This design comes from an exercise in tuning for small area, a short achievable clock period and few clock cycles per item on the open sky130 flow, not from production work.
No run shown here included a check of the RTL's function; only the layout flow was run.

==> flow/design.v (outline; a module is shown in full before it is edited, if it fits) <==
// module esc_mul: 1375 lines
// module esc_div: 85 lines
// module env_sensor_compensation_unit: 398 lines
module env_sensor_compensation_unit #(
	parameter int QUEUE_DEPTH = esc_pkg::QUEUE_DEPTH_DEF
) (
	input  logic                           clk,
	input  logic                           arst_n,
	input  logic                           s_tvalid,
	output logic                           s_tready,
	input  logic [esc_pkg::IN_DATA_W-1:0]  s_tdata,
	output logic                           m_tvalid,
	input  logic                           m_tready,
	output logic [esc_pkg::OUT_DATA_W-1:0] m_tdata,
	input  logic                           cfg_we,
	input  logic [esc_pkg::CFG_IDX_W-1:0]  cfg_index,
	input  logic [esc_pkg::CFG_DATA_W-1:0] cfg_wdata
);
  // ...
==> flow/run.sh <==
#!/bin/bash
# synth_recipe.tcl (not shown) runs the flow's synth.tcl, then flattens the netlist and writes it again
# the make line also repeats each setting of config.mk as NAME=value (left out here)
make -C /OpenROAD-flow-scripts/flow DESIGN_CONFIG=/design/flow/config.mk WORK_HOME=/design/flow/orfs CLKGATE_MAP_FILE= SYNTH_SCRIPT=/design/flow/synth_recipe.tcl finish
==> flow/config.mk <==
export PLATFORM = sky130hd
export DESIGN_NAME = env_sensor_compensation_unit
export DESIGN_NICKNAME = env_sensor_compensation_unit
export VERILOG_FILES = /design/flow/design.v
export SDC_FILE = /design/flow/constraint.sdc
export NUM_CORES = 8
export LEC_CHECK = 0
export ABC_AREA = 1
export CAP_MARGIN = 20
export CORE_MARGIN = 2
export CORE_UTILIZATION = 25
export SLEW_MARGIN = 20
==> flow/constraint.sdc <==
create_clock -name core_clock -period 12.5 [get_ports {clk}]
set_input_delay 2.5000 -clock core_clock [delete_from_list [all_inputs] [get_ports {clk}]]
set_output_delay 2.5000 -clock core_clock [all_outputs]
set_load 0.01 [all_outputs]
==> impl_results.md, run 1 <==
* Post-synth cell types at about 80
* Crit path largest cell delay at about 940 ps
* Vias in the first global route at 75300
* Levels on crit path at 19
* Reg-to-reg startpoint: sh2_q[1]
* R2R Setup Slk at between 5000 and 6000 ps
* DRT iter0 DRCs at between 10000 and 15000
* Post-synthesis adder-cell area fraction at 0.152
* Layout Skew at 55.3 ps
* GPL Wtd Cong at ~1.1
* CP max FO at 57
* CP Launch Type: register
* Initial Util at 0.251
* Place WS at 5560 ps
* CTS tree: built
* Count of cells resized by post-cts repair at 0
* Dpl cells at between 10000 and 15000
* Slew margin rel. at 0.0811
* DP Wirelength at between 300 and 400 mm
* R2R depth at 19
* CTS root buffer: clkbuf_16
* Largest family of logic cells by synthesized area: compound AO/OA/AOI/OAI gates
* Diodes inserted at 71
* Status: no timing/DRC/antenna violations
* Layout cells sized above 1 at 0.0589
* Post-Synth XOR/XNOR Area at 0.0825
* Fraction of area in non-clock buffers at 0.0308
* Final Net Count at between 10000 and 15000
* Ys async rst share at 0.0227
* Area share of the largest cell type after synthesis at 0.316
* Hold path startpoint: xsel1_q[0]
* Post-CTS Setup Bufs at 0
* Max cap viols at 0
* Total detailed-routing wirelength at between 400 and 500 mm
==> module esc_div, before the edit <==
module esc_div (
	input  logic        clk,
	input  logic        arst_n,
	input  logic        load,
	input  logic [63:0] num,
	input  logic [30:0] x1,
	output logic        done,
	output logic [63:0] zq,
	output logic        qcin,
	output logic        pv
);
	logic [63:0] z_q;
	logic [29:0] r_q;
	logic [30:0] d_q;      
	logic        sn_q, sx_q;
	logic [6:0]  cnt_q;
	logic [30:0] dmag;
	assign dmag = x1[30] ? 31'(-x1) : x1;
	logic [15:0] zt;       
	logic [31:0] v;
	logic [32:0] t1, t2, t3;
	logic [29:0] rn;
	logic [1:0]  qd;
	logic        sk16, sk8;
	always_comb begin
		zt = z_q[63:48] ^ {16{sn_q}};
		v  = {r_q, zt[15:14]};
		t1 = {1'b0, v} - {2'b0, d_q};
		t2 = {1'b0, v} - {1'b0, d_q, 1'b0};
		t3 = {1'b0, v} - {2'b0, d_q} - {1'b0, d_q, 1'b0};
		if (!t3[32])      begin qd = 2'd3; rn = t3[29:0]; end
		else if (!t2[32]) begin qd = 2'd2; rn = t2[29:0]; end
		else if (!t1[32]) begin qd = 2'd1; rn = t1[29:0]; end
		else              begin qd = 2'd0; rn = v[29:0];  end
		sk16 = (r_q[29:14] == 16'd0) && ({1'b0, r_q[13:0], zt} < d_q) && (cnt_q >= 7'd16);
		sk8  = (r_q[29:22] == 8'd0) && ({1'b0, r_q[21:0], zt[15:8]} < d_q) && (cnt_q >= 7'd8);
	end
	always_ff @(posedge clk or negedge arst_n) begin
		if (!arst_n) begin
			cnt_q <= '0;
		end else if (load) begin
			cnt_q <= 7'd64;
		end else if (cnt_q != 7'd0) begin
			if (sk16)     cnt_q <= cnt_q - 7'd16;
			else if (sk8) cnt_q <= cnt_q - 7'd8;
			else          cnt_q <= cnt_q - 7'd2;
		end
	end
	always_ff @(posedge clk) begin
		if (load) begin
			z_q  <= num;
			r_q  <= '0;
			d_q  <= dmag;
			sn_q <= num[63];
			sx_q <= x1[30];
		end else if (cnt_q != 7'd0) begin
			if (sk16) begin
				r_q <= {r_q[13:0], zt};
				z_q <= {z_q[47:0], {16{sn_q}}};
			end else if (sk8) begin
				r_q <= {r_q[21:0], zt[15:8]};
				z_q <= {z_q[55:0], {8{sn_q}}};
			end else begin
				r_q <= rn;
				z_q <= {z_q[61:0], qd ^ {2{sn_q}}};
			end
		end
	end
	logic [30:0] ra, cy;
	logic        inc_eq;
	always_comb begin
		ra = {1'b0, r_q};
		cy[0] = 1'b0;
		cy[1] = ra[0];
		for (int i = 2; i < 31; i++) cy[i] = ra[i-1] & ~d_q[i-1];
		inc_eq = (d_q[0] == ~ra[0]);
		for (int i = 1; i < 31; i++) inc_eq = inc_eq & ((ra[i] ^ d_q[i]) == cy[i]);
	end
	logic inc;
	assign inc  = sn_q && inc_eq;
	assign done = (cnt_q == 7'd0);
	assign zq   = z_q ^ {64{sx_q}};
	assign qcin = (sn_q ^ sx_q) ? ~inc : inc;
	assign pv   = (d_q != 31'd0);
endmodule
==> run 2: changes to the inputs <==
--- a/flow/design.v
+++ b/flow/design.v
@@ -27,74 +27,76 @@
 		logic [16:0]        humidity;
 		logic [19:0]        raw_press;
 	} front_res_t;
 endpackage
 `timescale 1ns / 1ps
 `timescale 1ns / 1ps
 module esc_mul (
 	input  logic [36:0] a,
-	input  logic [17:0] b,
+	input  logic [8:0] bneg,
+	input  logic [8:0] bone,
+	input  logic [8:0] btwo,
 	output logic [63:0] s,
 	output logic [63:0] c
 );
 	logic [37:0] ax;
 	assign ax = {a[36], a};
 	logic neg0, one0, two0;
-	assign neg0 = b[1];
-	assign one0 = b[0] ^ 1'b0;
-	assign two0 = (b[1] & ~b[0] & ~1'b0) | (~b[1] & b[0] & 1'b0);
+	assign neg0 = bneg[0];
+	assign one0 = bone[0];
+	assign two0 = btwo[0];
 	logic [37:0] pp0;
 	assign pp0 = (({38{one0}} & ax) | ({38{two0}} & {ax[36:0], 1'b0})) ^ {38{neg0}};
 	logic neg1, one1, two1;
-	assign neg1 = b[3];
-	assign one1 = b[2] ^ b[1];
-	assign two1 = (b[3] & ~b[2] & ~b[1]) | (~b[3] & b[2] & b[1]);
+	assign neg1 = bneg[1];
+	assign one1 = bone[1];
+	assign two1 = btwo[1];
 	logic [37:0] pp1;
 	assign pp1 = (({38{one1}} & ax) | ({38{two1}} & {ax[36:0], 1'b0})) ^ {38{neg1}};
 	logic neg2, one2, two2;
-	assign neg2 = b[5];
-	assign one2 = b[4] ^ b[3];
-	assign two2 = (b[5] & ~b[4] & ~b[3]) | (~b[5] & b[4] & b[3]);
+	assign neg2 = bneg[2];
+	assign one2 = bone[2];
+	assign two2 = btwo[2];
 	logic [37:0] pp2;
 	assign pp2 = (({38{one2}} & ax) | ({38{two2}} & {ax[36:0], 1'b0})) ^ {38{neg2}};
 	logic neg3, one3, two3;
-	assign neg3 = b[7];
-	assign one3 = b[6] ^ b[5];
-	assign two3 = (b[7] & ~b[6] & ~b[5]) | (~b[7] & b[6] & b[5]);
+	assign neg3 = bneg[3];
+	assign one3 = bone[3];
+	assign two3 = btwo[3];
 	logic [37:0] pp3;
 	assign pp3 = (({38{one3}} & ax) | ({38{two3}} & {ax[36:0], 1'b0})) ^ {38{neg3}};
 	logic neg4, one4, two4;
-	assign neg4 = b[9];
-	assign one4 = b[8] ^ b[7];
-	assign two4 = (b[9] & ~b[8] & ~b[7]) | (~b[9] & b[8] & b[7]);
+	assign neg4 = bneg[4];
+	assign one4 = bone[4];
+	assign two4 = btwo[4];
 	logic [37:0] pp4;
 	assign pp4 = (({38{one4}} & ax) | ({38{two4}} & {ax[36:0], 1'b0})) ^ {38{neg4}};
 	logic neg5, one5, two5;
-	assign neg5 = b[11];
-	assign one5 = b[10] ^ b[9];
-	assign two5 = (b[11] & ~b[10] & ~b[9]) | (~b[11] & b[10] & b[9]);
+	assign neg5 = bneg[5];
+	assign one5 = bone[5];
+	assign two5 = btwo[5];
 	logic [37:0] pp5;
 	assign pp5 = (({38{one5}} & ax) | ({38{two5}} & {ax[36:0], 1'b0})) ^ {38{neg5}};
 	logic neg6, one6, two6;
-	assign neg6 = b[13];
-	assign one6 = b[12] ^ b[11];
-	assign two6 = (b[13] & ~b[12] & ~b[11]) | (~b[13] & b[12] & b[11]);
+	assign neg6 = bneg[6];
+	assign one6 = bone[6];
+	assign two6 = btwo[6];
 	logic [37:0] pp6;
 	assign pp6 = (({38{one6}} & ax) | ({38{two6}} & {ax[36:0], 1'b0})) ^ {38{neg6}};
 	logic neg7, one7, two7;
-	assign neg7 = b[15];
-	assign one7 = b[14] ^ b[13];
-	assign two7 = (b[15] & ~b[14] & ~b[13]) | (~b[15] & b[14] & b[13]);
+	assign neg7 = bneg[7];
+	assign one7 = bone[7];
+	assign two7 = btwo[7];
 	logic [37:0] pp7;
 	assign pp7 = (({38{one7}} & ax) | ({38{two7}} & {ax[36:0], 1'b0})) ^ {38{neg7}};
 	logic neg8, one8, two8;
-	assign neg8 = b[17];
-	assign one8 = b[16] ^ b[15];
-	assign two8 = (b[17] & ~b[16] & ~b[15]) | (~b[17] & b[16] & b[15]);
+	assign neg8 = bneg[8];
+	assign one8 = bone[8];
+	assign two8 = btwo[8];
 	logic [37:0] pp8;
 	assign pp8 = (({38{one8}} & ax) | ({38{two8}} & {ax[36:0], 1'b0})) ^ {38{neg8}};
 	logic t1;
 	logic t2;
 	assign t1 = pp0[16] ^ pp1[14];
 	assign t2 = pp0[16] & pp1[14];
 	logic t3;
 	logic t4;
@@ -1414,87 +1416,98 @@
 	input  logic [30:0] x1,
 	output logic        done,
 	output logic [63:0] zq,
 	output logic        qcin,
 	output logic        pv
 );
 	logic [63:0] z_q;
 	logic [29:0] r_q;
-	logic [30:0] d_q;      
+	logic [30:0] dx_q;
+	logic [29:0] msk_q;    
 	logic        sn_q, sx_q;
 	logic [6:0]  cnt_q;
-	logic [30:0] dmag;
-	assign dmag = x1[30] ? 31'(-x1) : x1;
+	logic [30:0] dxl;
+	logic [29:0] dmsk;
+	always_comb begin
+		dxl = x1 ^ {31{x1[30]}};
+		dmsk[29] = ~dxl[30];
+		for (int i = 28; i >= 0; i--) dmsk[i] = dmsk[i+1] & ~dxl[i+1];
+	end
 	logic [15:0] zt;       
-	logic [31:0] v;
+	logic [32:0] v, nd1, nd2, cs_s, cs_c;
 	logic [32:0] t1, t2, t3;
 	logic [29:0] rn;
 	logic [1:0]  qd;
-	logic        sk16, sk8;
+	logic        sk16, sk8, ci;
 	always_comb begin
-		zt = z_q[63:48] ^ {16{sn_q}};
-		v  = {r_q, zt[15:14]};
-		t1 = {1'b0, v} - {2'b0, d_q};
-		t2 = {1'b0, v} - {1'b0, d_q, 1'b0};
-		t3 = {1'b0, v} - {2'b0, d_q} - {1'b0, d_q, 1'b0};
+		ci  = ~sx_q;
+		zt  = z_q[63:48] ^ {16{sn_q}};
+		v   = {1'b0, r_q, zt[15:14]};
+		nd1 = ~{2'b0, dx_q};             
+		nd2 = ~{1'b0, dx_q, sx_q};       
+		t1  = v + nd1 + {32'b0, ci};
+		t2  = v + nd2 + {32'b0, ci};
+		cs_s = v ^ nd1 ^ nd2;
+		cs_c = (v & nd1) | (v & nd2) | (nd1 & nd2);
+		t3  = cs_s + {cs_c[31:0], ci} + {32'b0, ci};
 		if (!t3[32])      begin qd = 2'd3; rn = t3[29:0]; end
 		else if (!t2[32]) begin qd = 2'd2; rn = t2[29:0]; end
 		else if (!t1[32]) begin qd = 2'd1; rn = t1[29:0]; end
 		else              begin qd = 2'd0; rn = v[29:0];  end
-		sk16 = (r_q[29:14] == 16'd0) && ({1'b0, r_q[13:0], zt} < d_q) && (cnt_q >= 7'd16);
-		sk8  = (r_q[29:22] == 8'd0) && ({1'b0, r_q[21:0], zt[15:8]} < d_q) && (cnt_q >= 7'd8);
+		sk16 = (r_q[29:14] == 16'd0) && (({r_q[13:0], zt} & msk_q) == 30'd0) && (cnt_q >= 7'd16);
+		sk8  = (r_q[29:22] == 8'd0) && (({r_q[21:0], zt[15:8]} & msk_q) == 30'd0) && (cnt_q >= 7'd8);
 	end
 	always_ff @(posedge clk or negedge arst_n) begin
 		if (!arst_n) begin
 			cnt_q <= '0;
 		end else if (load) begin
 			cnt_q <= 7'd64;
 		end else if (cnt_q != 7'd0) begin
 			if (sk16)     cnt_q <= cnt_q - 7'd16;
 			else if (sk8) cnt_q <= cnt_q - 7'd8;
 			else          cnt_q <= cnt_q - 7'd2;
 		end
 	end
 	always_ff @(posedge clk) begin
 		if (load) begin
 			z_q  <= num;
 			r_q  <= '0;
-			d_q  <= dmag;
+			dx_q <= x1 ^ {31{x1[30]}};
+			msk_q <= dmsk;
 			sn_q <= num[63];
 			sx_q <= x1[30];
 		end else if (cnt_q != 7'd0) begin
 			if (sk16) begin
 				r_q <= {r_q[13:0], zt};
 				z_q <= {z_q[47:0], {16{sn_q}}};
 			end else if (sk8) begin
 				r_q <= {r_q[21:0], zt[15:8]};
 				z_q <= {z_q[55:0], {8{sn_q}}};
 			end else begin
 				r_q <= rn;
 				z_q <= {z_q[61:0], qd ^ {2{sn_q}}};
 			end
 		end
 	end
 	logic [30:0] ra, cy;
-	logic        inc_eq;
+	logic        eq1, inc;
 	always_comb begin
 		ra = {1'b0, r_q};
 		cy[0] = 1'b0;
 		cy[1] = ra[0];
-		for (int i = 2; i < 31; i++) cy[i] = ra[i-1] & ~d_q[i-1];
-		inc_eq = (d_q[0] == ~ra[0]);
-		for (int i = 1; i < 31; i++) inc_eq = inc_eq & ((ra[i] ^ d_q[i]) == cy[i]);
+		for (int i = 2; i < 31; i++) cy[i] = ra[i-1] & ~dx_q[i-1];
+		eq1 = (dx_q[0] == ~ra[0]);
+		for (int i = 1; i < 31; i++) eq1 = eq1 & ((ra[i] ^ dx_q[i]) == cy[i]);
+		inc = sn_q && (sx_q ? (ra == dx_q) : eq1);
 	end
-	logic inc;
-	assign inc  = sn_q && inc_eq;
 	assign done = (cnt_q == 7'd0);
 	assign zq   = z_q ^ {64{sx_q}};
 	assign qcin = (sn_q ^ sx_q) ? ~inc : inc;
-	assign pv   = (d_q != 31'd0);
+	assign pv   = sx_q || (dx_q != 31'd0);
 endmodule
 `timescale 1ns / 1ps
 module env_sensor_compensation_unit #(
 	parameter int QUEUE_DEPTH = esc_pkg::QUEUE_DEPTH_DEF
 ) (
 	input  logic                           clk,
 	input  logic                           arst_n,
 	input  logic                           s_tvalid,
@@ -1554,62 +1567,79 @@
 	logic u_v, u_accwe, u_sub, u_divld, u_qn, u_tfw, u_th, u_th2, u_hh, u_prw;
 	logic [4:0] u_asel;
 	logic [4:0] u_bsel;
 	logic [1:0] u_ssel, u_csel, u_sh;
 	logic [2:0] u_xsel;
 	logic [2:0] u_dest;
 	logic [1:0] u_qnoff, u_prwoff;
 	logic [2:0] u_sk1, u_sk2, u_sk3, u_sk4;
+	logic [5:0] rom_addr;
+	logic r_v, r_accwe, r_sub, r_divld, r_qn, r_tfw, r_th, r_th2, r_hh, r_prw;
+	logic [4:0] r_asel;
+	logic [4:0] r_bsel;
+	logic [1:0] r_ssel, r_csel, r_sh;
+	logic [2:0] r_xsel;
+	logic [2:0] r_dest;
+	logic [1:0] r_qnoff, r_prwoff;
+	logic [2:0] r_sk1, r_sk2, r_sk3, r_sk4;
 	always_comb begin
-		u_v = 1'b0; u_accwe = 1'b0; u_sub = 1'b0; u_divld = 1'b0; u_qn = 1'b0;
-		u_tfw = 1'b0; u_th = 1'b0; u_th2 = 1'b0; u_hh = 1'b0; u_prw = 1'b0;
-		u_asel = '0; u_bsel = '0; u_ssel = '0; u_csel = '0; u_sh = '0; u_xsel = '0; u_dest = '0;
-		u_qnoff = '0; u_prwoff = '0; u_sk1 = '0; u_sk2 = '0; u_sk3 = '0; u_sk4 = '0;
-		case (step_q)
-			6'd0: begin u_v = 1; u_asel = 5; u_bsel = 8; u_xsel = 4; u_dest = 5; u_qnoff = 1; end  
-			6'd1: begin u_v = 1; u_asel = 1; u_bsel = 1; u_dest = 1; end  
-			6'd2: begin u_v = 1; u_dest = 6; end  
-			6'd3: begin u_v = 1; u_asel = 6; u_bsel = 9; u_dest = 5; u_qnoff = 1; end  
-			6'd4: begin u_v = 1; u_asel = 2; u_bsel = 2; u_dest = 7; end  
-			6'd5: begin  end
-			6'd6: begin u_v = 1; u_ssel = 2; u_csel = 2; u_xsel = 7; u_dest = 1; u_qnoff = 2; u_sk4 = 2; end  
-			6'd7: begin u_v = 1; u_asel = 7; u_bsel = 10; u_dest = 2; u_qnoff = 1; u_tfw = 1; u_sk3 = 2; end  
-			6'd8: begin u_v = 1; u_asel = 3; u_bsel = 4; u_dest = 4; u_sk2 = 2; end  
-			6'd9: begin u_v = 1; u_asel = 9; u_bsel = 12; u_accwe = 1; u_dest = 3; u_prw = 1; u_prwoff = 2; u_sk1 = 2; end  
-			6'd10: begin u_v = 1; u_asel = 9; u_bsel = 13; u_sh = 1; u_xsel = 3; u_accwe = 1; u_dest = 3; end  
-			6'd11: begin u_v = 1; u_asel = 3; u_bsel = 5; u_xsel = 2; u_dest = 6; u_th = 1; u_th2 = 1; u_sk4 = 3; end  
-			6'd12: begin u_v = 1; u_asel = 8; u_bsel = 11; u_dest = 1; u_qnoff = 1; u_sk3 = 3; end  
-			6'd13: begin u_v = 1; u_asel = 10; u_bsel = 16; u_xsel = 6; u_accwe = 1; u_dest = 2; u_sk2 = 3; end  
-			6'd14: begin u_v = 1; u_asel = 13; u_bsel = 17; u_sh = 1; u_xsel = 3; u_accwe = 1; u_dest = 2; u_sk1 = 3; u_sk4 = 3; end  
-			6'd15: begin u_v = 1; u_asel = 12; u_bsel = 16; u_sh = 2; u_xsel = 3; u_accwe = 1; u_dest = 2; u_sk3 = 3; end  
-			6'd16: begin u_v = 1; u_asel = 10; u_bsel = 14; u_sub = 1; u_xsel = 5; u_accwe = 1; u_dest = 1; u_hh = 1; u_sk2 = 3; end  
-			6'd17: begin u_v = 1; u_asel = 11; u_bsel = 15; u_sh = 1; u_sub = 1; u_xsel = 3; u_accwe = 1; u_dest = 1; u_sk1 = 3; end  
-			6'd18: begin u_v = 1; u_asel = 12; u_bsel = 14; u_sh = 2; u_sub = 1; u_xsel = 3; u_accwe = 1; u_dest = 1; end  
-			6'd19: begin u_v = 1; u_asel = 14; u_bsel = 18; u_accwe = 1; u_dest = 3; end  
-			6'd20: begin u_v = 1; u_asel = 15; u_bsel = 18; u_sh = 2; u_xsel = 3; u_accwe = 1; u_dest = 3; end  
-			6'd21: begin u_v = 1; u_ssel = 1; u_csel = 1; u_dest = 2; u_qn = 1; u_qnoff = 1; u_sk4 = 4; end  
-			6'd22: begin u_v = 1; u_asel = 16; u_bsel = 19; u_accwe = 1; u_sk3 = 4; end  
-			6'd23: begin u_v = 1; u_asel = 17; u_bsel = 19; u_sh = 2; u_xsel = 3; u_accwe = 1; u_divld = 1; u_sk2 = 4; u_sk4 = 7; end  
-			6'd24: begin u_v = 1; u_asel = 18; u_bsel = 20; u_accwe = 1; u_dest = 1; u_qnoff = 1; u_sk1 = 4; u_sk3 = 7; end  
-			6'd25: begin u_v = 1; u_asel = 19; u_bsel = 20; u_sh = 2; u_xsel = 3; u_accwe = 1; u_dest = 1; u_qnoff = 1; u_sk2 = 7; end  
-			6'd26: begin u_v = 1; u_asel = 20; u_bsel = 21; u_accwe = 1; u_dest = 3; u_qnoff = 1; u_sk1 = 7; u_sk4 = 1; end  
-			6'd27: begin u_v = 1; u_asel = 21; u_bsel = 21; u_sh = 2; u_xsel = 3; u_accwe = 1; u_dest = 3; u_qnoff = 1; u_sk3 = 1; end  
-			6'd28: begin u_v = 1; u_asel = 3; u_bsel = 3; u_sub = 1; u_xsel = 1; u_dest = 7; u_sk2 = 1; end  
-			6'd29: begin u_v = 1; u_asel = 4; u_bsel = 6; u_accwe = 1; u_dest = 5; u_sk1 = 1; u_sk4 = 5; end  
-			6'd30: begin u_v = 1; u_asel = 4; u_bsel = 7; u_sh = 1; u_xsel = 3; u_accwe = 1; u_dest = 5; u_sk3 = 5; u_sk4 = 5; end  
-			6'd31: begin u_v = 1; u_asel = 22; u_bsel = 22; u_accwe = 1; u_dest = 4; u_qnoff = 1; u_sk2 = 5; u_sk3 = 5; u_sk4 = 6; end  
-			6'd32: begin u_v = 1; u_asel = 22; u_bsel = 23; u_sh = 1; u_xsel = 3; u_accwe = 1; u_dest = 4; u_qnoff = 1; u_sk1 = 5; u_sk2 = 5; u_sk3 = 6; u_sk4 = 6; end  
-			6'd33: begin u_v = 1; u_asel = 22; u_bsel = 24; u_sh = 2; u_xsel = 3; u_accwe = 1; u_dest = 4; u_qnoff = 1; u_sk1 = 5; u_sk2 = 6; u_sk3 = 6; end  
-			6'd34: begin u_v = 1; u_asel = 22; u_bsel = 25; u_sh = 3; u_xsel = 3; u_accwe = 1; u_dest = 4; u_qnoff = 1; u_sk1 = 6; u_sk2 = 6; end  
-			6'd35: begin u_v = 1; u_asel = 23; u_bsel = 22; u_sh = 2; u_xsel = 3; u_accwe = 1; u_dest = 4; u_qnoff = 1; u_sk1 = 6; end  
-			6'd36: begin u_v = 1; u_asel = 23; u_bsel = 23; u_sh = 3; u_xsel = 3; u_accwe = 1; u_dest = 4; u_qnoff = 1; end  
+		r_v = 1'b0; r_accwe = 1'b0; r_sub = 1'b0; r_divld = 1'b0; r_qn = 1'b0;
+		r_tfw = 1'b0; r_th = 1'b0; r_th2 = 1'b0; r_hh = 1'b0; r_prw = 1'b0;
+		r_asel = '0; r_bsel = '0; r_ssel = '0; r_csel = '0; r_sh = '0; r_xsel = '0; r_dest = '0;
+		r_qnoff = '0; r_prwoff = '0; r_sk1 = '0; r_sk2 = '0; r_sk3 = '0; r_sk4 = '0;
+		case (rom_addr)
+			6'd0: begin r_v = 1; r_asel = 6; r_bsel = 9; r_dest = 2; r_qnoff = 1; end  
+			6'd1: begin r_v = 1; r_asel = 1; r_bsel = 1; r_dest = 5; end  
+			6'd2: begin r_v = 1; r_dest = 7; end  
+			6'd3: begin r_v = 1; r_asel = 7; r_bsel = 10; r_dest = 6; r_qnoff = 1; end  
+			6'd4: begin r_v = 1; r_asel = 2; r_bsel = 2; r_dest = 5; end  
+			6'd5: begin r_v = 1; r_ssel = 2; r_csel = 2; r_xsel = 7; r_dest = 1; r_qnoff = 2; r_sk4 = 2; end  
+			6'd6: begin r_v = 1; r_asel = 8; r_bsel = 11; r_dest = 6; r_qnoff = 1; r_sk3 = 2; end  
+			6'd7: begin r_tfw = 1; r_sk2 = 2; end
+			6'd8: begin r_v = 1; r_asel = 9; r_bsel = 12; r_accwe = 1; r_dest = 1; r_prw = 1; r_prwoff = 2; r_sk1 = 2; end  
+			6'd9: begin r_v = 1; r_asel = 9; r_bsel = 13; r_sh = 1; r_xsel = 3; r_accwe = 1; r_dest = 1; end  
+			6'd10: begin r_v = 1; r_asel = 3; r_bsel = 4; r_dest = 5; r_th = 1; r_th2 = 1; end  
+			6'd11: begin r_v = 1; r_asel = 3; r_bsel = 5; r_xsel = 2; r_dest = 2; r_hh = 1; r_sk4 = 3; end  
+			6'd12: begin r_v = 1; r_asel = 3; r_bsel = 3; r_sub = 1; r_xsel = 1; r_dest = 7; r_sk3 = 3; end  
+			6'd13: begin r_v = 1; r_asel = 10; r_bsel = 16; r_xsel = 6; r_accwe = 1; r_dest = 3; r_sk2 = 3; r_sk4 = 1; end  
+			6'd14: begin r_v = 1; r_asel = 13; r_bsel = 17; r_sh = 1; r_xsel = 3; r_accwe = 1; r_dest = 3; r_sk1 = 3; r_sk3 = 1; end  
+			6'd15: begin r_v = 1; r_asel = 12; r_bsel = 16; r_sh = 2; r_xsel = 3; r_accwe = 1; r_dest = 3; r_sk2 = 1; end  
+			6'd16: begin r_v = 1; r_asel = 4; r_bsel = 6; r_accwe = 1; r_dest = 6; r_sk1 = 1; r_sk4 = 3; end  
+			6'd17: begin r_v = 1; r_asel = 4; r_bsel = 7; r_sh = 1; r_xsel = 3; r_accwe = 1; r_dest = 6; r_sk3 = 3; end  
+			6'd18: begin r_v = 1; r_asel = 10; r_bsel = 14; r_sub = 1; r_xsel = 5; r_accwe = 1; r_dest = 2; r_sk2 = 3; end  
+			6'd19: begin r_v = 1; r_asel = 11; r_bsel = 15; r_sh = 1; r_sub = 1; r_xsel = 3; r_accwe = 1; r_dest = 2; r_sk1 = 3; end  
+			6'd20: begin r_v = 1; r_asel = 12; r_bsel = 14; r_sh = 2; r_sub = 1; r_xsel = 3; r_accwe = 1; r_dest = 2; end  
+			6'd21: begin r_v = 1; r_asel = 14; r_bsel = 18; r_accwe = 1; r_dest = 4; end  
+			6'd22: begin r_v = 1; r_asel = 15; r_bsel = 18; r_sh = 2; r_xsel = 3; r_accwe = 1; r_dest = 4; end  
+			6'd23: begin r_v = 1; r_ssel = 1; r_csel = 1; r_dest = 1; r_qn = 1; r_qnoff = 1; r_sk4 = 4; end  
+			6'd24: begin r_v = 1; r_asel = 16; r_bsel = 19; r_accwe = 1; r_sk3 = 4; end  
+			6'd25: begin r_v = 1; r_asel = 17; r_bsel = 19; r_sh = 2; r_xsel = 3; r_accwe = 1; r_divld = 1; r_sk2 = 4; r_sk4 = 7; end  
+			6'd26: begin r_v = 1; r_asel = 18; r_bsel = 20; r_accwe = 1; r_dest = 2; r_qnoff = 1; r_sk1 = 4; r_sk3 = 7; end  
+			6'd27: begin r_v = 1; r_asel = 19; r_bsel = 20; r_sh = 2; r_xsel = 3; r_accwe = 1; r_dest = 2; r_qnoff = 1; r_sk2 = 7; end  
+			6'd28: begin r_v = 1; r_asel = 20; r_bsel = 21; r_accwe = 1; r_dest = 3; r_qnoff = 1; r_sk1 = 7; end  
+			6'd29: begin r_v = 1; r_asel = 21; r_bsel = 21; r_sh = 2; r_xsel = 3; r_accwe = 1; r_dest = 3; r_qnoff = 1; r_sk4 = 5; end  
+			6'd30: begin r_v = 1; r_asel = 5; r_bsel = 8; r_xsel = 4; r_dest = 5; r_sk3 = 5; r_sk4 = 5; end  
+			6'd31: begin r_v = 1; r_asel = 22; r_bsel = 22; r_accwe = 1; r_dest = 4; r_qnoff = 1; r_sk2 = 5; r_sk3 = 5; r_sk4 = 6; end  
+			6'd32: begin r_v = 1; r_asel = 22; r_bsel = 23; r_sh = 1; r_xsel = 3; r_accwe = 1; r_dest = 4; r_qnoff = 1; r_sk1 = 5; r_sk2 = 5; r_sk3 = 6; r_sk4 = 6; end  
+			6'd33: begin r_v = 1; r_asel = 22; r_bsel = 24; r_sh = 2; r_xsel = 3; r_accwe = 1; r_dest = 4; r_qnoff = 1; r_sk1 = 5; r_sk2 = 6; r_sk3 = 6; end  
+			6'd34: begin r_v = 1; r_asel = 22; r_bsel = 25; r_sh = 3; r_xsel = 3; r_accwe = 1; r_dest = 4; r_qnoff = 1; r_sk1 = 6; r_sk2 = 6; end  
+			6'd35: begin r_v = 1; r_asel = 23; r_bsel = 22; r_sh = 2; r_xsel = 3; r_accwe = 1; r_dest = 4; r_qnoff = 1; r_sk1 = 6; end  
+			6'd36: begin r_v = 1; r_asel = 23; r_bsel = 23; r_sh = 3; r_xsel = 3; r_accwe = 1; r_dest = 4; r_qnoff = 1; end  
 			default: ;
 		endcase
 	end
+	assign rom_addr = (!adv) ? step_q : body_end ? '0 : step_n;
+	always_ff @(posedge clk) begin
+		u_v <= r_v; u_accwe <= r_accwe; u_sub <= r_sub; u_divld <= r_divld; u_qn <= r_qn;
+		u_tfw <= r_tfw; u_th <= r_th; u_th2 <= r_th2; u_hh <= r_hh; u_prw <= r_prw;
+		u_asel <= r_asel; u_bsel <= r_bsel; u_ssel <= r_ssel; u_csel <= r_csel; u_sh <= r_sh;
+		u_xsel <= r_xsel; u_dest <= r_dest; u_qnoff <= r_qnoff; u_prwoff <= r_prwoff;
+		u_sk1 <= r_sk1; u_sk2 <= r_sk2; u_sk3 <= r_sk3; u_sk4 <= r_sk4;
+	end
 	logic c_pb17, c_a18, c_aa37, c_qv37, c_qv32, c_c937, c_pq37;
 	logic [7:0] cv;
 	assign cv = {c_pq37, c_c937, c_qv32, c_qv37, c_aa37, c_a18, c_pb17, 1'b0};
 	logic sk1, sk2, sk3, sk4;
 	assign sk1 = cv[u_sk1];
 	assign sk2 = cv[u_sk2];
 	assign sk3 = cv[u_sk3];
 	assign sk4 = cv[u_sk4];
@@ -1662,181 +1692,191 @@
 		if (rdy_q && s_tvalid) begin
 			in_t  <= s_tdata[39:23];
 			kx_q  <= {2'b0, s_tdata[55:40]} + kx_c;
 			nbk_q <= nbk_c - $signed({3'b0, s_tdata[19:0]});
 		end
 	end
 	logic [63:0] g0_q;    
 	logic [63:0] g1_q;    
-	logic [63:0] g2_q;    
-	logic [53:0] g3_q;    
-	logic [31:0] g4_q;    
-	logic [20:0] g5_q;    
-	logic [17:0] g6_q;    
+	logic [55:0] g2_q;    
+	logic [38:0] g3_q;    
+	logic [21:0] g4_q;    
+	logic [27:0] g5_q;    
+	logic [20:0] g6_q;    
 	logic [63:0] r_alu, acc_q;
 	logic signed [21:0] tf_q;
 	logic signed [17:0] e1;
 	logic signed [16:0] dt;
 	logic signed [22:0] hvb, av;
 	logic [63:0] nbi;
 	assign e1  = $signed({1'b0, in_t}) - $signed({1'b0, t1, 1'b0});
 	assign dt  = $signed({1'b0, in_t[16:1]}) - $signed({1'b0, t1});
 	assign hvb = 23'(tf_q) - 23'sd76800;
 	assign av  = 23'(tf_q) - 23'sd128000;
 	assign nbi = 64'($signed(nbk_q)) <<< 31;
 	assign c_a18  = (av[22:17] == {6{av[17]}});
-	assign c_pb17 = (g3_q[21:16] == {6{g3_q[16:16]}});
-	assign c_aa37 = (g2_q[45:36] == 10'd0);
-	assign c_qv37 = (g1_q[63:49] == {15{g1_q[49:49]}});
-	assign c_qv32 = (g1_q[63:44] == {20{g1_q[44:44]}});
-	assign c_pq37 = (g1_q[63:36] == {28{g1_q[36:36]}});
-	assign c_c937 = (g0_q[63:36] == {28{g0_q[36:36]}});
+	assign c_pb17 = (g4_q[21:16] == {6{g4_q[16:16]}});
+	assign c_aa37 = (g0_q[45:36] == 10'd0);
+	assign c_qv37 = (g0_q[63:49] == {15{g0_q[49:49]}});
+	assign c_qv32 = (g0_q[63:44] == {20{g0_q[44:44]}});
+	assign c_pq37 = (g0_q[63:36] == {28{g0_q[36:36]}});
+	assign c_c937 = (g1_q[63:36] == {28{g1_q[36:36]}});
 	logic [36:0] opa;
 	logic [17:0] opb;
 	always_comb begin
 		case (u_asel)
 			5'd0: opa = 37'($signed(e1));  
 			5'd1: opa = 37'($signed(dt));  
-			5'd2: opa = 37'($signed(g0_q[31:12]));  
+			5'd2: opa = 37'($signed(g4_q[21:2]));  
 			5'd3: opa = 37'($signed(hvb));  
-			5'd4: opa = 37'($signed(g5_q[20:0]));  
-			5'd5: opa = {15'b0, ~g4_q[31:31], g4_q[30:10]};  
-			5'd6: opa = 37'($signed(g4_q[31:14]));  
-			5'd7: opa = 37'($signed(g4_q[31:15]));  
-			5'd8: opa = 37'($signed(g1_q[31:7]));  
+			5'd4: opa = 37'($signed(g1_q[31:11]));  
+			5'd5: opa = {15'b0, ~g5_q[27:27], g5_q[26:6]};  
+			5'd6: opa = 37'($signed(g4_q[21:4]));  
+			5'd7: opa = 37'($signed(g1_q[31:15]));  
+			5'd8: opa = 37'($signed(g5_q[27:3]));  
 			5'd9: opa = 37'($signed(av));  
-			5'd10: opa = (c_aa37 ? g2_q[36:0] : {5'b0, g2_q[31:0]});  
+			5'd10: opa = (c_aa37 ? g0_q[36:0] : {5'b0, g0_q[31:0]});  
 			5'd11: opa = 37'($signed({av, 1'b0}));  
-			5'd12: opa = {23'b0, g2_q[45:32]};  
+			5'd12: opa = {23'b0, g0_q[45:32]};  
 			5'd13: opa = 37'($signed({av, 4'b0}));  
-			5'd14: opa = {5'b0, g1_q[39:8]};  
-			5'd15: opa = 37'($signed(g1_q[63:40]));  
-			5'd16: opa = {5'b0, g0_q[31:0]};  
-			5'd17: opa = 37'($signed(g0_q[63:32]));  
-			5'd18: opa = (c_qv37 ? g1_q[49:13] : {5'b0, g1_q[44:13]});  
-			5'd19: opa = {18'b0, g1_q[63:45]};  
-			5'd20: opa = (c_pq37 ? g1_q[36:0] : {5'b0, g1_q[31:0]});  
-			5'd21: opa = {5'b0, g1_q[63:32]};  
-			5'd22: opa = (c_c937 ? g0_q[36:0] : {5'b0, g0_q[31:0]});  
-			5'd23: opa = {5'b0, g0_q[63:32]};  
+			5'd14: opa = {5'b0, g2_q[31:0]};  
+			5'd15: opa = 37'($signed(g2_q[55:32]));  
+			5'd16: opa = {5'b0, g1_q[31:0]};  
+			5'd17: opa = 37'($signed(g1_q[63:32]));  
+			5'd18: opa = (c_qv37 ? g0_q[49:13] : {5'b0, g0_q[44:13]});  
+			5'd19: opa = {18'b0, g0_q[63:45]};  
+			5'd20: opa = (c_pq37 ? g0_q[36:0] : {5'b0, g0_q[31:0]});  
+			5'd21: opa = {5'b0, g0_q[63:32]};  
+			5'd22: opa = (c_c937 ? g1_q[36:0] : {5'b0, g1_q[31:0]});  
+			5'd23: opa = {5'b0, g1_q[63:32]};  
 			default: opa = '0;
 		endcase
 		case (u_bsel)
 			5'd0: opb = 18'($signed(t2));  
 			5'd1: opb = 18'($signed(dt));  
 			5'd2: opb = 18'($signed(t3));  
 			5'd3: opb = 18'($signed(h5));  
 			5'd4: opb = 18'($signed(h6));  
 			5'd5: opb = {10'b0, h3};  
-			5'd6: opb = {{2{c_pb17 & g3_q[16:16]}}, g3_q[15:0]};  
-			5'd7: opb = 18'($signed(g3_q[21:16]));  
+			5'd6: opb = {{2{c_pb17 & g4_q[16:16]}}, g4_q[15:0]};  
+			5'd7: opb = 18'($signed(g4_q[21:16]));  
 			5'd8: opb = 18'($signed(h2));  
-			5'd9: opb = 18'($signed(g6_q[17:1]));  
-			5'd10: opb = 18'($signed(g4_q[31:15]));  
+			5'd9: opb = 18'($signed(g6_q[20:4]));  
+			5'd10: opb = 18'($signed(g1_q[31:15]));  
 			5'd11: opb = {10'b0, h1};  
 			5'd12: opb = {c_a18 ? av[17:16] : 2'b00, av[15:0]};  
 			5'd13: opb = 18'($signed(av[22:16]));  
 			5'd14: opb = 18'($signed(p6));  
 			5'd15: opb = 18'($signed(p5));  
 			5'd16: opb = 18'($signed(p3));  
 			5'd17: opb = 18'($signed(p2));  
 			5'd18: opb = {2'b0, p1};  
 			5'd19: opb = 18'd3125;  
 			5'd20: opb = 18'($signed(p9));  
 			5'd21: opb = 18'($signed(p8));  
-			5'd22: opb = {2'b0, g1_q[28:13]};  
-			5'd23: opb = {{2{c_qv32 & g1_q[44:44]}}, g1_q[44:29]};  
-			5'd24: opb = {2'b0, g1_q[60:45]};  
-			5'd25: opb = {2'b0, {13{g1_q[63:63]}}, g1_q[63:61]};  
+			5'd22: opb = {2'b0, g0_q[28:13]};  
+			5'd23: opb = {{2{c_qv32 & g0_q[44:44]}}, g0_q[44:29]};  
+			5'd24: opb = {2'b0, g0_q[60:45]};  
+			5'd25: opb = {2'b0, {13{g0_q[63:63]}}, g0_q[63:61]};  
 			default: opb = '0;
 		endcase
 	end
 	logic [36:0] a_q;
-	logic [17:0] b_q;
+	logic [8:0]  bneg_q, bone_q, btwo_q;    
 	logic [63:0] s_q, c_q, mul_s, mul_c;
 	logic v1_q, accwe1_q, sub1_q, divld1_q, qn1_q;
 	logic [1:0] ssel1_q, csel1_q, sh1_q;
 	logic [2:0] xsel1_q, xsel2_q;
 	logic [2:0] dest1_q, dest2_q;
 	logic v2_q, accwe2_q, sub2_q, divld2_q, cin2_q;
-	logic [1:0] sh2_q;
 	logic qcin;
 	always_ff @(posedge clk or negedge arst_n) begin
 		if (!arst_n) begin
 			v1_q <= 1'b0; v2_q <= 1'b0;
 		end else begin
 			v1_q <= u_v && adv;
 			v2_q <= v1_q;
 		end
 	end
 	always_ff @(posedge clk) begin
-		a_q <= opa; b_q <= opb;
+		a_q <= opa;
+		for (int i = 0; i < 9; i++) begin
+			bneg_q[i] <= opb[2*i+1];
+			bone_q[i] <= opb[2*i] ^ ((i == 0) ? 1'b0 : opb[2*i-1]);
+			btwo_q[i] <= (opb[2*i+1] & ~opb[2*i] & ~((i == 0) ? 1'b0 : opb[2*i-1]))
+				| (~opb[2*i+1] & opb[2*i] & ((i == 0) ? 1'b0 : opb[2*i-1]));
+		end
 		accwe1_q <= u_accwe; sub1_q <= u_sub; divld1_q <= u_divld; qn1_q <= u_qn;
 		ssel1_q <= u_ssel; csel1_q <= u_csel; sh1_q <= u_sh; xsel1_q <= u_xsel; dest1_q <= u_dest;
-		accwe2_q <= accwe1_q; sub2_q <= sub1_q; divld2_q <= divld1_q; sh2_q <= sh1_q;
+		accwe2_q <= accwe1_q; sub2_q <= sub1_q; divld2_q <= divld1_q;
 		xsel2_q <= xsel1_q; dest2_q <= dest1_q;
 		cin2_q <= sub1_q | (qn1_q & qcin);
 	end
-	esc_mul u_mul (.a(a_q), .b(b_q), .s(mul_s), .c(mul_c));
-	logic [63:0] zq;
-	always_ff @(posedge clk) begin
+	logic [63:0] s1, c1, ys, yc;
+	always_comb begin
 		case (ssel1_q)
-			2'd1:    s_q <= zq;
-			2'd2:    s_q <= 64'($signed(g2_q[63:19]));
-			default: s_q <= mul_s;
+			2'd1:    s1 = zq;
+			2'd2:    s1 = 64'($signed(g2_q[55:11]));
+			default: s1 = mul_s;
 		endcase
 		case (csel1_q)
-			2'd1:    c_q <= '0;
-			2'd2:    c_q <= 64'($signed(g3_q[53:15]));
-			default: c_q <= mul_c;
+			2'd1:    c1 = '0;
+			2'd2:    c1 = 64'($signed(g3_q[38:0]));
+			default: c1 = mul_c;
+		endcase
+		case (sh1_q)
+			2'd1:    begin ys = {s1[47:0], 16'b0}; yc = {c1[47:0], 16'b0}; end
+			2'd2:    begin ys = {s1[31:0], 32'b0}; yc = {c1[31:0], 32'b0}; end
+			2'd3:    begin ys = {s1[15:0], 48'b0}; yc = {c1[15:0], 48'b0}; end
+			default: begin ys = s1; yc = c1; end
 		endcase
+		if (sub1_q) begin ys = ~ys; yc = ~yc; end
+	end
+	esc_mul u_mul (.a(a_q), .bneg(bneg_q), .bone(bone_q), .btwo(btwo_q), .s(mul_s), .c(mul_c));
+	logic [63:0] zq;
+	always_ff @(posedge clk) begin
+		s_q <= ys;
+		c_q <= yc;
 	end
-	logic [63:0] ys, yc, xv, csa_s, csa_c;
+	logic [63:0] xv, csa_s, csa_c;
 	always_comb begin
-		case (sh2_q)
-			2'd1:    begin ys = {s_q[47:0], 16'b0}; yc = {c_q[47:0], 16'b0}; end
-			2'd2:    begin ys = {s_q[31:0], 32'b0}; yc = {c_q[31:0], 32'b0}; end
-			2'd3:    begin ys = {s_q[15:0], 48'b0}; yc = {c_q[15:0], 48'b0}; end
-			default: begin ys = s_q; yc = c_q; end
-		endcase
-		if (sub2_q) begin ys = ~ys; yc = ~yc; end
 		case (xsel2_q)
 			3'd0: xv = 64'd0;  
 			3'd1: xv = {32'b0, kx_q, 14'b0};  
 			3'd2: xv = 64'd1 << 26;  
 			3'd3: xv = acc_q;  
 			3'd4: xv = 64'd1 << 13;  
 			3'd5: xv = nbi;  
 			3'd6: xv = 64'd1 << 55;  
-			3'd7: xv = g1_q[63:0];  
+			3'd7: xv = g0_q[63:0];  
 			default: xv = '0;
 		endcase
-		csa_s = xv ^ ys ^ yc;
-		csa_c = (xv & ys) | (xv & yc) | (ys & yc);
+		csa_s = xv ^ s_q ^ c_q;
+		csa_c = (xv & s_q) | (xv & c_q) | (s_q & c_q);
 		r_alu = csa_s + {csa_c[62:0], sub2_q} + {63'b0, cin2_q};
 	end
 	always_ff @(posedge clk) begin
 		if (v2_q && accwe2_q) acc_q <= r_alu;
 		if (v2_q && dest2_q == 3'd1) g0_q <= r_alu[63:0];
 		if (v2_q && dest2_q == 3'd2) g1_q <= r_alu[63:0];
-		if (v2_q && dest2_q == 3'd3) g2_q <= r_alu[63:0];
-		if (v2_q && dest2_q == 3'd4) g3_q <= r_alu[63:10];
-		if (v2_q && dest2_q == 3'd5) g4_q <= r_alu[31:0];
-		if (v2_q && dest2_q == 3'd6) g5_q <= r_alu[31:11];
-		if (v2_q && dest2_q == 3'd7) g6_q <= r_alu[31:14];
-		if (adv && u_tfw) tf_q <= 22'($signed(g5_q[20:0])) + 22'($signed(g6_q[17:0]));
+		if (v2_q && dest2_q == 3'd3) g2_q <= r_alu[63:8];
+		if (v2_q && dest2_q == 3'd4) g3_q <= r_alu[63:25];
+		if (v2_q && dest2_q == 3'd5) g4_q <= r_alu[31:10];
+		if (v2_q && dest2_q == 3'd6) g5_q <= r_alu[31:4];
+		if (v2_q && dest2_q == 3'd7) g6_q <= r_alu[31:11];
+		if (adv && u_tfw) tf_q <= 22'($signed(g6_q[20:0])) + 22'($signed(g4_q[21:4]));
 	end
 	logic pvk_q, dpv;
 	esc_div u_div (
 		.clk    (clk),
 		.arst_n (arst_n),
 		.load   (v2_q && divld2_q),
 		.num    (r_alu),
-		.x1     (g2_q[63:33]),
+		.x1     (g3_q[38:8]),
 		.done   (div_done),
 		.zq     (zq),
 		.qcin   (qcin),
 		.pv     (dpv)
 	);
 	always_ff @(posedge clk) begin
 		if (v1_q && qn1_q) pvk_q <= dpv;
 	end
@@ -1847,17 +1887,17 @@
 	logic [31:0] o_pres;
 	logic        o_pv;
 	logic signed [24:0] tt;
 	logic [23:0] temp_sat;
 	assign tt = (25'($signed(tf_q)) * 25'sd5 + 25'sd128) >>> 8;
 	assign temp_sat = tt[23:0];
 	logic [31:0] hv;
 	logic [16:0] hum_c;
-	assign hv = g4_q[31:0] - 32'($signed(g0_q[31:4]));
+	assign hv = g1_q[31:0] - 32'($signed(g5_q[27:0]));
 	always_comb begin
 		if (hv[31])                   hum_c = 17'd0;
 		else if (hv > 32'd419430400)  hum_c = 17'd102400;
 		else                          hum_c = hv[28:12];
 	end
 	logic [56:0] pr;
 	logic [31:0] pres_sat;
 	assign pr = 57'($signed(g0_q[63:8])) + 57'($signed({p7, 4'b0}));
==> impl_results.md, run 2 <==
* Layout cells sized above 1 at 0.0621 (+0.00320)
* Hold path startpoint: u_accwe
* CTS tree: built
* CP Launch Type: register
* DP Wirelength at 324 mm (+1.2%)
* CTS root buffer: clkbuf_16
* Setup TNS at 0 ps
* R2R Setup Slk at 4850 ps (-370 ps)
* Total detailed-routing wirelength at 422 mm (+0.55%)
* Yosys warning total at 2
* Antenna violations before repair at 50
* Hold Path Sink: accwe1_q
* Synth top area cells: edfxtp_1, fa_1, ha_1
* Filler cell count at between 30000 and 40000
* DR vias/cell at 5.34
* Via count at approximately 81000
* FF/Latch Area at roughly 35000 um^2
* Worst R2R End: u_div.z_q[56]
* Layout Skew at 88.1 ps (+32.8 ps)
* Period utilization at 0.612
* Worst skew pair latency at roughly 860 ps
* Post-CTS Setup Bufs at 0 (unchanged)
* Period minus WS final at 7650 ps
* H-tree depth at 4
* Row cnt at 219
* Slowest cell on the critical path: fa_1
* Hold Vio Cnt, Final at 0
* Die width at around 600 um
* Top Ports at approximately 190
* R2R depth at 28 (+9)
* Count of cells resized by post-cts repair at 0 (unchanged)
* Setup violators final at 0
* Number of port buffers at about 180
* Wire per inst at 27.9 um
* Reg-to-reg startpoint: xsel2_q[2]
* Commonest non-fill, non-tap cell in the layout: nand2_1
* Yosys top cell by area: edfxtp_1
* DRT iter0 DRCs at 12500 (-0.064%)
* DRC violations left at 0
* Ys async rst share at 0.0216 (-0.00113)
* Avg Cell Area, Syn at ~8.9 um^2
* Initial Util at 0.251 (about the same)
* Deepest clock path buffer count at 3
* Post-synth cell types at 88 (+11%)
* Most Frequent Cell on Critical Path: nand2_1
* Pins Over Slew Limit at 0
* Worst EP arrival at around 8000 ps
* Hold Crit Depth at 0
* Hold Crit Class: reg2reg
* Clock-pin slew on the worst setup and hold paths at about 70 ps
* GPL Wtd Cong at 1.10 (+5.1%)
* Post-CTS Hold Fix Bufs at 0
* Commonest cells in the netlist: nand2_1, inv_1, edfxtp_1
* Slew margin rel. at 0.115 (+0.0334)
* DR pass1 iterations at 8
* Status: no timing/DRC/antenna violations
* Area delta synth->final at 14.5%
* Main synth FF type: edfxtp_1
* Cell Area, Synth at 89400 um^2
* Area share of the largest cell type after synthesis at 0.315 (-0.000770)
* Die Area at approximately 360000 um^2
* Final Net Count at 11200 (-0.79%)
* CP max FO at 22 (-61%)
* Cell with the most instances after synthesis: nand2_1
* Core box area at roughly 360000 um^2
* Worst slew pin tran at roughly 1300 ps
* Seq/Total Area, Yosys at 0.387
* Hold slack at about 330 ps
* Largest net degree at the start of global routing at 89
* Inserted Clock Buffers at between 100 and 150
* Multi-input logic area at around 48000 um^2
* Syn Inst Count at 10100
* Place WS at 5170 ps (-389 ps)
* Critical Path RT at 13090 ps
* GRT overflow at 0
* Total track usage at 0.225
* Worst setup margin at about 4900 ps
* Most frequent cells in the layout: nand2_1, inv_1, edfxtp_1, xor2_1, a21oi_1
* First-pass GRT wire length at between 500 and 600 mm
* Max cap viols at 0 (unchanged)
* RSZ-0062 raised after global routing: false
* CTS Sinks at between 1000 and 1500
* Die height at ~600 um
* Detail Route Antenna Nets at 0
* Fmax at 131 MHz
* Vias in the first global route at 74600 (-0.86%)
* Crit path largest cell delay at 530 ps (-410 ps)
* CP Class: reg2reg
* Nature of the critical path endpoint: register
* Synthesis-stage register bit count at approximately 1300
* Number of flops mapped to enable cells by yosys at around 940
run 2: cell count changes after synthesis, moves of 31 or more:
cell | previous run | this run
dfxtp_1 | 229 | 286
nand4_1 | 137 | 95
nand2_1 | 1885 | 1704
a21oi_1 | 576 | 545
fa_1 | 317 | 348
inv_1 | 1225 | 1390
a221oi_1 | 90 | 123
buf_2 | 58 | 14
o211ai_1 | 197 | 97
o21ai_0 | 473 | 504
ha_1 | 573 | 513
o22ai_1 | 507 | 473
o221ai_1 | 50 | 101
run 2: kinds of logic after synthesis:
family	count (synthesis)	share of synthesized area
muxes	3	0.000350
adders and majority gates	861	0.150
xor gates and xnor gates	824	0.0810
AOI/OAI and AO/OA	2256	0.158
other	1	0.0000420
DFF	1251	0.387
buffers and inverters	1894	0.0811
and+or+nand+nor	2992	0.143
run 2: how the worst max path moves through the flow:
stage | startpoint | depth (start not counted) | slack [ps] | endpoint
after floorplan | cfg_index[1] | 4 | 7210 | cw_p13[0]
after global placement | xsel2_q[1] | 28 | 5170 | u_div.z_q[56]
after detailed placement | xsel2_q[1] | 28 | 5170 | u_div.z_q[56]
after CTS | xsel2_q[1] | 28 | 5140 | u_div.z_q[56]
after global routing | xsel2_q[2] | 28 | 4590 | u_div.z_q[56]
final | xsel2_q[2] | 28 | 4850 | u_div.z_q[56]
run 2: metrics by stage:
stage	utilization	instance area (um^2)	cells
floorplan	-	89400	10100
global placement	0.274	97400	14800
detailed placement	0.274	97400	14800
CTS	0.287	102000	15100
global route	0.287	102000	15100
finish	0.288	102000	15100
run 2: critical path: cells and delay by family (launching register included):
kind | cells | cell delay (ps)
flip-flops | 1 | 490
adder cells (fa/ha/maj) | 3 | 1440
AO/OA/AOI/OAI | 10 | 3050
AND/OR/NAND/NOR | 12 | 1710
buffers and inverters | 3 | 620
run 2: routing by layer:
layer  part of all wire  routed length (um)  vias to the layer above  global-route usage
met2               0.42              176000                     5050               0.331
met5            0.00076                 319                        -                   0
met4              0.060               25400                       40               0.113
li1                   -                   -                    34900                   -
met1               0.40              170000                    39500               0.299
met3               0.12               49700                     1059              0.0639
run 2: layout make-up:
class,instances,share of cell area
diodes,28,0.000685
clock buffers,176,0.0370
clock inverters,92,0.0101
inverters,1489,0.0547
multi-input cells,6942,0.469
flip-flops and latches,1251,0.338
well taps,4751,0.0581
repair buffers,379,0.0323

-- static timing again, ports no longer ideal --
The results above use ideal ports. As a check the final layouts listed here were re-extracted and re-timed, cells and wires unchanged. Step 1 assumes that a clkbuf_16 drives the clock port and a buf_2 every other input. Step 2, shift: input delay + t, output delay - t, t = (earliest + latest rising clock arrival at the registers) / 2. This alone moves slack from input paths to output paths. Slacks: ideal ports / drivers / drivers and shift; pairs: ideal ports / drivers.
run | shift t [ns] | slack for setup (ns) | worst hold slack (ns) | clock arrival spread, ns | cell pins on the clock port's net
run 1 | 0.892 | 5.229 / 5.229 / 5.229 | 0.313 / 0.313 / 0.313 | 0.056 / 0.056 | 1
run 2 | 0.902 | 4.854 / 4.854 / 4.854 | 0.326 / 0.326 / 0.326 | 0.098 / 0.099 | 1
After both steps setup and hold are still met in every run listed.
